This design comes from an exercise in tuning for small area, a short achievable clock period and few clock cycles per item on the open sky130 flow, not from production work.
The RTL was checked by simulation tests, not by an equivalence proof against the original design.
Power and IR drop assume default switching activity.

==> flow/config.mk <==
export PLATFORM = sky130hd
export DESIGN_NAME = circular_deque
export DESIGN_NICKNAME = circular_deque
export VERILOG_FILES = /design/flow/design.v
export SDC_FILE = /design/flow/constraint.sdc
export NUM_CORES = 4
export LEC_CHECK = 0
export CAP_MARGIN = 20
export CORE_MARGIN = 2
export CORE_UTILIZATION = 50
export PLACE_DENSITY = 0.6
export SLEW_MARGIN = 20
==> flow/run.sh <==
#!/bin/bash
# synth_recipe.tcl (not shown) runs the flow's synth.tcl, then flattens the netlist and writes it again
# the make line also repeats each setting of config.mk as NAME=value (left out here)
make -C /OpenROAD-flow-scripts/flow DESIGN_CONFIG=/design/flow/config.mk WORK_HOME=/design/flow/orfs CLKGATE_MAP_FILE= SYNTH_SCRIPT=/design/flow/synth_recipe.tcl finish
==> flow/design.v <==
`default_nettype none
package cd_pkg;
  localparam int DEPTH_DEFAULT = 128;
  localparam int DATA_W        = 32;
  localparam logic [1:0] ACT_PUSH_FRONT = 2'd0;
  localparam logic [1:0] ACT_PUSH_REAR  = 2'd1;
  localparam logic [1:0] ACT_POP_FRONT  = 2'd2;
  localparam logic [1:0] ACT_POP_REAR   = 2'd3;
  localparam logic [1:0] ST_DONE       = 2'd0;
  localparam logic [1:0] ST_FULL       = 2'd1;
  localparam logic [1:0] ST_EMPTY      = 2'd2;
  localparam logic [1:0] ST_RESERVED   = 2'd3;
  typedef struct packed {
    logic [1:0]               action;
    logic signed [DATA_W-1:0] push_value;
  } in_item_t;
  typedef struct packed {
    logic signed [DATA_W-1:0] pop_value;
    logic [1:0]               status;
    logic                     now_empty;
    logic                     now_full;
  } out_item_t;
  typedef struct packed {
    logic accept;     
    logic load_out;   
  } cd_cmd_t;
  typedef struct packed {
    logic out_busy;   
  } cd_sts_t;
endpackage
`default_nettype wire
`default_nettype none
module cd_ctrl (
  input  wire logic         clk,
  input  wire logic         rst_n,
  input  wire logic         in_valid,
  output logic              in_stall,
  input  wire cd_pkg::cd_sts_t sts,
  output cd_pkg::cd_cmd_t   cmd
);
  localparam logic STATE_IDLE = 1'b0;
  localparam logic STATE_FIN  = 1'b1;
  logic state_r;
  logic state_nxt;
  always_comb begin
    state_nxt    = state_r;
    cmd.accept   = 1'b0;
    cmd.load_out = 1'b0;
    unique case (state_r)
      STATE_IDLE: begin
        if (in_valid) begin
          cmd.accept = 1'b1;
          state_nxt  = STATE_FIN;
        end
      end
      STATE_FIN: begin
        if (!sts.out_busy) begin
          cmd.load_out = 1'b1;
          state_nxt    = STATE_IDLE;
        end
      end
      default: state_nxt = STATE_IDLE;
    endcase
  end
  assign in_stall = (state_r != STATE_IDLE);
  always_ff @(posedge clk) begin
    if (!rst_n) begin
      state_r <= STATE_IDLE;
    end else begin
      state_r <= state_nxt;
    end
  end
endmodule
`default_nettype wire
`default_nettype none
module cd_dpath #(
  parameter int DEPTH = cd_pkg::DEPTH_DEFAULT
) (
  input  wire logic          clk,
  input  wire logic          rst_n,
  input  wire cd_pkg::in_item_t in_data,
  input  wire cd_pkg::cd_cmd_t  cmd,
  output cd_pkg::cd_sts_t    sts,
  output logic               out_valid,
  input  wire logic          out_stall,
  output cd_pkg::out_item_t  out_data
);
  localparam int IDX_W = $clog2(DEPTH);
  localparam logic [IDX_W-1:0] IDX_LAST = IDX_W'(DEPTH - 1);
  localparam logic [IDX_W-1:0] IDX_ZERO = '0;
  logic signed [cd_pkg::DATA_W-1:0] store_mem [DEPTH];
  logic [IDX_W-1:0] head_r, head_nxt;
  logic [IDX_W-1:0] tail_r, tail_nxt;
  logic             empty_r, empty_nxt;
  logic [1:0]       pend_status_r;
  logic             pend_empty_r;
  logic             pend_full_r;
  logic             pend_pop_r;
  logic signed [cd_pkg::DATA_W-1:0] rd_data_r;
  logic             out_valid_r;
  cd_pkg::out_item_t out_data_r;
  logic             full_now;
  logic             wr_en;
  logic [IDX_W-1:0] wr_addr;
  logic [IDX_W-1:0] rd_addr;
  logic             pop_ok;
  logic [1:0]       status_nxt;
  function automatic logic [IDX_W-1:0] wrap_up(input logic [IDX_W-1:0] idx);
    wrap_up = (idx == IDX_LAST) ? IDX_ZERO : idx + IDX_W'(1);
  endfunction
  function automatic logic [IDX_W-1:0] wrap_down(input logic [IDX_W-1:0] idx);
    wrap_down = (idx == IDX_ZERO) ? IDX_LAST : idx - IDX_W'(1);
  endfunction
  assign full_now = !empty_r && (wrap_up(tail_r) == head_r);
  always_comb begin
    head_nxt   = head_r;
    tail_nxt   = tail_r;
    empty_nxt  = empty_r;
    wr_en      = 1'b0;
    wr_addr    = IDX_ZERO;
    pop_ok     = 1'b0;
    status_nxt = cd_pkg::ST_DONE;
    rd_addr    = (in_data.action == cd_pkg::ACT_POP_FRONT) ? head_r : tail_r;
    unique case (in_data.action)
      cd_pkg::ACT_PUSH_FRONT, cd_pkg::ACT_PUSH_REAR: begin
        if (full_now) begin
          status_nxt = cd_pkg::ST_FULL;
        end else if (empty_r) begin
          head_nxt  = IDX_ZERO;
          tail_nxt  = IDX_ZERO;
          empty_nxt = 1'b0;
          wr_en     = 1'b1;
          wr_addr   = IDX_ZERO;
        end else if (in_data.action == cd_pkg::ACT_PUSH_FRONT) begin
          head_nxt = wrap_down(head_r);
          wr_en    = 1'b1;
          wr_addr  = wrap_down(head_r);
        end else begin
          tail_nxt = wrap_up(tail_r);
          wr_en    = 1'b1;
          wr_addr  = wrap_up(tail_r);
        end
      end
      cd_pkg::ACT_POP_FRONT, cd_pkg::ACT_POP_REAR: begin
        if (empty_r) begin
          status_nxt = cd_pkg::ST_EMPTY;
        end else begin
          pop_ok = 1'b1;
          if (head_r == tail_r) begin
            head_nxt  = IDX_ZERO;
            tail_nxt  = IDX_ZERO;
            empty_nxt = 1'b1;
          end else if (in_data.action == cd_pkg::ACT_POP_FRONT) begin
            head_nxt = wrap_up(head_r);
          end else begin
            tail_nxt = wrap_down(tail_r);
          end
        end
      end
      default: status_nxt = cd_pkg::ST_RESERVED;
    endcase
  end
  always_ff @(posedge clk) begin
    if (cmd.accept && wr_en) begin
      store_mem[wr_addr] <= in_data.push_value;
    end
    if (cmd.accept) begin
      rd_data_r <= store_mem[rd_addr];
    end
  end
  always_ff @(posedge clk) begin
    if (!rst_n) begin
      head_r  <= IDX_ZERO;
      tail_r  <= IDX_ZERO;
      empty_r <= 1'b1;
    end else if (cmd.accept) begin
      head_r  <= head_nxt;
      tail_r  <= tail_nxt;
      empty_r <= empty_nxt;
    end
  end
  always_ff @(posedge clk) begin
    if (cmd.accept) begin
      pend_status_r <= status_nxt;
      pend_empty_r  <= empty_nxt;
      pend_full_r   <= !empty_nxt && (wrap_up(tail_nxt) == head_nxt);
      pend_pop_r    <= pop_ok;
    end
  end
  always_ff @(posedge clk) begin
    if (!rst_n) begin
      out_valid_r <= 1'b0;
    end else if (cmd.load_out) begin
      out_valid_r <= 1'b1;
    end else if (!out_stall) begin
      out_valid_r <= 1'b0;
    end
  end
  always_ff @(posedge clk) begin
    if (cmd.load_out) begin
      out_data_r.pop_value <= pend_pop_r ? rd_data_r : '0;
      out_data_r.status    <= pend_status_r;
      out_data_r.now_empty <= pend_empty_r;
      out_data_r.now_full  <= pend_full_r;
    end
  end
  assign sts.out_busy = out_valid_r && out_stall;
  assign out_valid    = out_valid_r;
  assign out_data     = out_data_r;
endmodule
`default_nettype wire
`default_nettype none
module circular_deque #(
  parameter int DEPTH = cd_pkg::DEPTH_DEFAULT
) (
  input  wire logic          clk,
  input  wire logic          rst_n,
  input  wire logic          in_valid,
  output logic               in_stall,
  input  wire logic [33:0]   in_data,
  output logic               out_valid,
  input  wire logic          out_stall,
  output logic [35:0]        out_data
);
  cd_pkg::in_item_t  in_item;
  cd_pkg::out_item_t out_item;
  assign in_item  = cd_pkg::in_item_t'(in_data);
  assign out_data = out_item;
  cd_pkg::cd_cmd_t cmd;
  cd_pkg::cd_sts_t sts;
  cd_ctrl u_ctrl (
    .clk      (clk),
    .rst_n    (rst_n),
    .in_valid (in_valid),
    .in_stall (in_stall),
    .sts      (sts),
    .cmd      (cmd)
  );
  cd_dpath #(
    .DEPTH (DEPTH)
  ) u_dpath (
    .clk       (clk),
    .rst_n     (rst_n),
    .in_data   (in_item),
    .cmd       (cmd),
    .sts       (sts),
    .out_valid (out_valid),
    .out_stall (out_stall),
    .out_data  (out_item)
  );
endmodule
`default_nettype wire
==> flow/constraint.sdc <==
create_clock -name core_clock -period 5.5 [get_ports {clk}]
set_input_delay 1.1000 -clock core_clock [delete_from_list [all_inputs] [get_ports {clk}]]
set_output_delay 1.1000 -clock core_clock [all_outputs]
set_load 0.01 [all_outputs]
==> notes.md <==
==> metrics by stage <==
stage                util  hold slack (ns)
finish              0.586            0.424
global route        0.586            0.427
CTS                 0.586            0.426
detailed placement  0.545            0.409
global placement    0.545            0.408
floorplan               -            0.400
==> registers in the layout, summed over array words and instances, names as in the netlist <==
| register | flops |
|---|---|
| u_dpath.out_data_r | 36 |
| u_dpath.pend_full_r | 1 |
| u_dpath.empty_r | 1 |
| u_dpath.pend_status_r | 2 |
| u_ctrl.state_r | 1 |
| u_dpath.tail_r | 7 |
| u_dpath.out_valid_r | 1 |
| u_dpath.rd_data_r | 32 |
| u_dpath.store_mem | 4096 |
| u_dpath.pend_empty_r | 1 |
| u_dpath.pend_pop_r | 1 |
| u_dpath.head_r | 7 |
==> layout make-up <==
type | count | area (sq um) | area share
antenna | 12 | 30.0 | 0.000158
clock buffer | 498 | 10900 | 0.0575
clock inverter | 272 | 2490 | 0.0131
inverter | 21 | 78.8 | 0.000415
multi-input combinational | 3069 | 35900 | 0.189
sequential | 4186 | 126000 | 0.661
tap | 4325 | 5410 | 0.0285
timing repair buffer | 892 | 9440 | 0.0497
==> layout by cell type (no fill, tap or decap), drive strengths merged, types with 5 or more instances in the layout <==
cell / n
edfxtp: 4169
mux4: 1024
buf: 849
nand2: 582
clkbuf: 498
a211oi: 365
and2: 293
clkinv: 203
nor2: 185
a31oi: 136
a21oi: 136
a311oi: 130
clkdlybuf4s50: 43
bufinv: 40
inv: 34
a21o: 33
nor3: 19
dfxtp: 17
o21ai: 17
nand3: 17
clkinvlp: 16
xnor2: 14
diode: 12
or3: 8
and3: 8
nand2b: 7
xor2: 6
o221ai: 6
ha: 6
a221oi: 5
==> kinds of logic (layout without fill, tap and decap cells) <==
kind of cell	count (synthesis)	in the layout	share of synthesized area
multiplexers	1029	1029	0.142
adder cells (fa/ha/maj)	6	6	0.000462
other	0	12	0
buffers and inverters	518	1683	0.0126
flip-flops	4186	4186	0.773
AO/OA/AOI/OAI	870	870	0.0384
AND/OR/NAND/NOR	1143	1143	0.0322
XOR/XNOR	21	21	0.00122
==> where the power goes <==
| group | leakage (nW) | total, W | internal [W] | switching [W] |
|---|---|---|---|---|
| combinational | 17.1 | 0.00449 | 0.00153 | 0.00296 |
| clock | 6.56 | 0.0281 | 0.0160 | 0.0121 |
| sequential | 37.6 | 0.0353 | 0.0352 | 0.0000802 |
| total | 61.3 | 0.0679 | 0.0528 | 0.0151 |
==> worst max-delay path, cell delays in order <==
cell and delay [ns]:
clkdlybuf4s50_1 0.49, nand2b_1 0.28, buf_12 0.19, nor2_1 0.07
a21oi_4 0.28, buf_12 0.27, buf_4 0.18, buf_12 0.23
buf_12 0.29, buf_4 0.28, mux4_2 0.51, and2_1 0.17
a211oi_1 0.22, a31oi_1 0.14, a21oi_1 0.48, a21oi_1 0.43
a21o_1 0.29
==> per-layer routing <==
metal / wire, microns / vias up
met5: 29 / -
met4: 12500 / 4
met3: 45500 / 580
met2: 214000 / 4384
met1: 185000 / 45700
li1: - / 34200
==> final timing paths <==
kind / depth (start not counted) / start / slack (ns) / to
worst max-delay path: 17 / in_data[32] / 0.19 / u_dpath.rd_data_r[26]
worst min-delay path: 0 / u_dpath.pend_full_r / 0.42 / u_dpath.out_data_r[0]
worst min register to register: 0 / u_dpath.pend_full_r / 0.42 / u_dpath.out_data_r[0]
worst max register to register: 13 / u_dpath.tail_r[3] / 0.63 / u_dpath.store_mem[35][18]
==> metrics.md <==
| Metric | Value |
|---|---|
| Status | finished clean |
| Post-route setup slack | roughly 0.19 ns |
| Crit end category | flop |
| Post-synth ARST share | 0 |
| Gr busiest metal | met2 |
| Post-Syn Area | approximately 0.16 sq mm |
| Dpl hpwl | 268,000 microns |
| Post-layout minimum cycle time | 5.31 ns |
| Fraction of layout cells with a size suffix above 1 | 0.294 |
| GRT Total Usage | 0.275 |
| Pre-antenna DRT Iters | 6 |
| Rows | 209 |
| Clk buf depth | 4 |
| H-tree Lvls | 5 |
| Netlist cell types | between 70 and 80 |
| Placed Cells incl. Taps | ~12,000 |
| Core area | between 0.3 and 0.4 sq mm |
| WS Path Type | in2reg |
| Total grt overflow | 0 |
| Max-Cap Viols | 0 |
| Die ar. | between 0.3 and 0.4 sq mm |
| DRC Markers | 0 |
| Routed vias/inst | between 6 and 7 |
| Setup violators final | 0 |
| WL per Instance | around 34 microns |
| CP arrival | 6.01 ns |
| Post-Syn Instances | slightly below 8,000 |
| CTS Hold Buffers Added | 0 |
| EDFF count, synth | 4,169 |
| Die height | roughly 570 microns |
| Yosys top cell by area | edfxtp_1 |
| WP data required | approximately 6.2 ns |
| Sequential share of the synthesized area | 0.773 |
| Top cell type's share of synthesized area | 0.771 |
| Largest net degree at the start of global routing | approximately 130 |
| Final period util | 0.965 |
| Most frequent cell after synthesis | edfxtp_1 |
| Initial antenna violation count | 24 |
| Non-Filler Instances | approximately 13,000 |
| Met3 Track Usage GR | 0.0516 |
| Nets | between 8,000 and 9,000 |
| Root buf cell | clkbuf_16 |
| Vias in the first global route | 84,300 |
| Yosys reg bits | around 4,200 |
| Gpl congestion | 0.832 |
| Cts bufs inserted | 420 |
| Min-delay worst type | reg2reg |
| Startpoint Class | input pin |
| RSZ-0062 raised after global routing | false |
| Pre-CTS setup slack | -0.695 ns |
| Clock tree sinks | approximately 4,200 |
| Synth Area per Inst | around 21 sq um |
| Antenna-violating nets left | 0 |
| Buffers on Ports | 75 |
| WL final | approximately 460,000 microns |
| Worst slew pin tran | about 1.2 ns |
| # resized after CTS | 0 |
| Synth top cells by count | edfxtp_1 (4,169), mux4_2 (1,024), nand2_1 (582) |
| CP Max Fanout | 31 |
| PwrDens | about 360 mW/mm^2 |
| Final hold viol count | 0 |
| Final instance area | about 0.19 sq mm |
| DP Area | between 0.15 and 0.2 sq mm |
| Area growth, synth to finish | 16.9% |
| Synth warn | 2 |
| Overall power | between 0.06 and 0.07 W |
| Fillers | roughly 23,000 |
| Initial Util | 0.502 |
| Worst VDD drop | 0.308 mV |
| Setup TNS | 0 ns |
| I/O pin count | 76 |
| Syn nets | approximately 7,800 |
| Post-synth top flop | edfxtp_1 |
| Clock Latency Late Sink | about 0.97 ns |
| Top post-synthesis cells by area | edfxtp_1 (77%), mux4_2 (14%), a211oi_1 (1.7%) |
| Post-CTS Setup Bufs | 0 |
| Die width | around 570 microns |
| FMAX | 0.188 GHz |
| Static Leakage | 61.3 nW |
| Clock slew at reported path FFs | about 0.060 ns |
| CTS tree | done |
| Global-route wire length before repair | roughly 640,000 microns |
| Final setup skew | approximately 0.048 ns |
| Max_slew headroom | 0.192 |
| Max-slew violations | 0 |
| Via count | 84,800 |
| 1st-iter DRT viols | between 10,000 and 15,000 |
| Met1 GRT Util | 0.408 |
| Grt met2 use | 0.425 |
Testbench counts, summed over its fixed seeds: cycles 64,560, items 32,000.

==> separate check: timing with driven ports <==
The flow's constraints put no driver on any port. The routed layout listed below was extracted and timed again, unchanged, in two steps. Step 1: set_driving_cell puts a clkbuf_16 on clk and a buf_2 on each other input, an assumption about the parent block. Step 2 times the ports against the registers' clock, not the clock port: input delays grow and output delays shrink by t, the midpoint of the rising clock arrivals with the driver on. a / b / c = no drivers / after step 1 / after step 2; a / b = the first two.
shift t [ns]: 1.048
setup WS [ns]: 0.191 / 0.265 / -0.783
latest minus earliest clock arrival (ns): 0.054 / 0.054
slew at the worst register clock pin (ns): 0.07 / 0.07
pins driven straight from the clock port: 1
With both steps, setup timing fails in this run, where it was met with ideal ports. The setup slack of this run moves by +0.074 ns with the drivers and by -0.974 ns with both steps.
